Source: an optimization exercise on an open RTL-to-GDS flow (aim: small area and a short achievable clock period). Production flows keep margins and buffers that such runs may drop.
RTL that was checked went through simulation tests only; none was proved equivalent to the original.
Power and IR drop assume default switching activity.

== old ==
==> module nmr_acq_capture, before the edit <==
module nmr_acq_capture (
  input  logic        CLK,
  input  logic        RESET,
  input  logic        ADC_CLK,
  input  logic [15:0] ADC_DATA,
  input  logic        FSMSTAT,
  input  logic        ACQ_WND,
  input  logic [31:0] SAMPLES_PER_ECHO,
  output logic [31:0] M_DATA,
  output logic        M_VALID,
  input  logic        M_READY,
  output logic [31:0] ECHO_CNT,
  output logic [31:0] WORD_CNT,
  output logic        OVERFLOW,
  output logic        BUSY
);
  logic        busy_q, armed_q, capt_q, flush_q, waitlo_q;
  logic        adc_d;
  logic        pending_q;
  logic [31:0] rem_q;
  logic        unlim_q;
  logic        push_vld_q;
  logic [31:0] echo_q;
  logic [31:0] word_q;
  logic        ovf_q;
  logic [6:0]  cnt_q;
  logic        valid_q;    
  logic        ge2_q;      
  logic        full_q;     
  logic [5:0]  wr_q;
  logic [63:0] rd_oh;      
  logic [31:0] head_an_q, head_bn_q;
  logic        idle, start_scan, arm_capt, capt_go, stb, take, last, flush_push;
  logic        pop, push_acc, head_ld, rd_adv;
  logic [63:0] wr_oh, lo_we, hi_we;
  logic [15:0] hi_data;
  logic [31:0] rd_data_a, rd_data_b;
  assign idle       = ~busy_q;
  assign stb        = ADC_CLK & ~adc_d;
  assign start_scan = idle & FSMSTAT;
  assign arm_capt   = armed_q & ACQ_WND;
  assign capt_go    = capt_q & ACQ_WND & FSMSTAT;
  assign take       = capt_go & stb;
  assign last       = take & ~unlim_q & (rem_q == 32'd1);
  assign flush_push = flush_q & pending_q;
  always_ff @(posedge CLK or posedge RESET) begin
    if (RESET) begin
      busy_q   <= 1'b0;
      armed_q  <= 1'b0;
      capt_q   <= 1'b0;
      flush_q  <= 1'b0;
      waitlo_q <= 1'b0;
    end else begin
      busy_q   <= ~((idle & ~FSMSTAT) |
                    (armed_q & ~ACQ_WND & ~FSMSTAT) |
                    (waitlo_q & ACQ_WND & ~FSMSTAT));
      armed_q  <= start_scan |
                  (armed_q & ~ACQ_WND & FSMSTAT) |
                  (flush_q & ~ACQ_WND) |
                  (waitlo_q & ~ACQ_WND);
      capt_q   <= arm_capt | (capt_go & ~last);
      flush_q  <= (capt_q & ~capt_go) | last;
      waitlo_q <= (flush_q & ACQ_WND) | (waitlo_q & ACQ_WND & FSMSTAT);
    end
  end
  always_ff @(posedge CLK) begin
    adc_d <= ADC_CLK;
    rem_q <= arm_capt ? SAMPLES_PER_ECHO : rem_q - {31'd0, take};
    if (arm_capt) unlim_q <= (SAMPLES_PER_ECHO == 32'd0);
  end
  always_ff @(posedge CLK or posedge RESET) begin
    if (RESET) begin
      pending_q  <= 1'b0;
      push_vld_q <= 1'b0;
      echo_q     <= '0;
      word_q     <= '0;
      ovf_q      <= 1'b0;
    end else begin
      push_vld_q <= (take & pending_q) | flush_push;
      if (take)            pending_q <= ~pending_q;
      else if (flush_push) pending_q <= 1'b0;
      echo_q <= start_scan ? '0 : echo_q + {31'd0, flush_q};
      word_q <= start_scan ? '0 : word_q + {31'd0, push_acc};
      if (start_scan)                  ovf_q <= 1'b0;
      else if (push_vld_q & ~push_acc) ovf_q <= 1'b1;
    end
  end
  assign pop      = valid_q & M_READY;
  assign push_acc = push_vld_q & (~full_q | pop);
  assign head_ld  = ~valid_q | pop;
  assign rd_adv   = head_ld & (ge2_q | push_acc);
  always_comb begin
    for (int i = 0; i < 64; i++) wr_oh[i] = (wr_q == 6'(i));
  end
  assign lo_we   = wr_oh & {64{~pending_q & ~push_vld_q}};
  assign hi_we   = wr_oh & {64{pending_q}};
  assign hi_data = ADC_DATA & {16{~flush_q}};
  nmr_sync_fifo u_fifo (
    .CLK     (CLK),
    .lo_we   (lo_we),
    .hi_we   (hi_we),
    .lo_data (ADC_DATA),
    .hi_data (hi_data),
    .rd_sel  (rd_oh),
    .rd_data_a (rd_data_a),
    .rd_data_b (rd_data_b)
  );
  always_ff @(posedge CLK or posedge RESET) begin
    if (RESET) begin
      head_an_q <= '1;
      head_bn_q <= '1;
    end else if (head_ld) begin
      head_an_q <= ~rd_data_a;
      head_bn_q <= ~rd_data_b;
    end
  end
  logic [6:0] cnt_d;
  always_comb begin
    cnt_d = cnt_q;
    case ({push_acc, pop})
      2'b10:   cnt_d = cnt_q + 7'd1;
      2'b01:   cnt_d = cnt_q - 7'd1;
      default: cnt_d = cnt_q;
    endcase
  end
  always_ff @(posedge CLK or posedge RESET) begin
    if (RESET) begin
      wr_q    <= '0;
      rd_oh   <= 64'd1;
      cnt_q   <= '0;
      valid_q <= 1'b0;
      ge2_q   <= 1'b0;
      full_q  <= 1'b0;
    end else begin
      if (push_acc) wr_q <= wr_q + 6'd1;
      if (rd_adv)   rd_oh <= {rd_oh[62:0], rd_oh[63]};
      cnt_q   <= cnt_d;
      valid_q <= (cnt_d != 7'd0);
      ge2_q   <= (cnt_d >= 7'd2);
      full_q  <= (cnt_d == 7'd64);
    end
  end
  assign M_DATA   = ~(head_an_q & head_bn_q);
  assign M_VALID  = valid_q;
  assign ECHO_CNT = echo_q;
  assign WORD_CNT = word_q;
  assign OVERFLOW = ovf_q;
  assign BUSY     = busy_q;
endmodule
export LEC_CHECK = 0
export CAP_MARGIN = 20
export CORE_MARGIN = 2
export CORE_UTILIZATION = 40
export CTS_CLUSTER_DIAMETER = 80
export CTS_CLUSTER_SIZE = 24
export SETUP_SLACK_MARGIN = 4.0
export SLEW_MARGIN = 20
create_clock -name core_clock -period 7.0 [get_ports {CLK}]
standard.sh (not shown) runs the stock make flow with config.mk's settings and CLKGATE_MAP_FILE= SYNTH_SCRIPT=/design/flow/synth_recipe.tcl, a recipe that flattens the netlist after the stock synthesis.
==> flow/flow/run.sh <==
#!/bin/bash
# Own flow: the standard layout (standard.sh, unchanged synthesis), with
# the port buffers made of buf_4 cells instead of the library's default pick,
# and the resizer free to change a cell's footprint when it sizes it.
set -euo pipefail
bash standard.sh \
  BUFFER_PORTS_ARGS="-buffer_cell sky130_fd_sc_hd__buf_4" \
  MATCH_CELL_FOOTPRINT=0 \
  finish > standard.log 2>&1
Inputs modified between old and new:
--- a/flow/design.v
+++ b/flow/design.v
@@ -138,6 +138,6 @@
   always_ff @(posedge CLK or posedge RESET) begin
     if (RESET) begin
-      head_an_q <= '1;
-      head_bn_q <= '1;
+      head_an_q <= '0;
+      head_bn_q <= '0;
     end else if (head_ld) begin
       head_an_q <= ~rd_data_a;
- Count of clock-buffer cells in the layout sits lower in new than in old.
- The share of total power consumed by net switching of new and that of old are within noise of each other.
- On global-route total usage across every layer, new tracks old almost exactly.
- A top routing layer in use of met5 is what old shows, while met4 belongs to new.
- Met3 global-route usage (lower): old
- On combinational share of power, new and old are neck and neck.
- new -> old: sum of routed wire length over all layers flat
Function not checked in old: the RTL went through the layout flow alone.

==> static timing again, ports no longer ideal <==
The flow's constraints put no driver on any port. The routed layouts listed below were extracted and timed again, unchanged, in two steps.
Step 1 assumes that a clkbuf_16 drives the clock port and a buf_2 every other input.
Step 2 times the ports against the registers' clock, not the clock port: input delays grow and output delays shrink by t, the midpoint of the rising clock arrivals with the driver on.
Slacks: no drivers / after step 1 / after step 2; pairs: no drivers / after step 1.
| run | t, ns | setup WS [ns] | hold slack, ns | worst slew at a driven data input, ns | pins driven straight from the clock port |
|---|---|---|---|---|---|
| old | 0.873 | 3.884 / 3.786 / 3.117 | 0.508 / 0.508 / 0.508 | 0.10 | 1 |
| new | 0.857 | 3.993 / 3.919 / 3.153 | 0.516 / 0.516 / 0.516 | 0.10 | 1 |
After both steps every run listed still meets setup and hold. For new, which loses most, drivers alone change the setup slack by -0.074 ns; drivers and shift together by -0.840 ns.
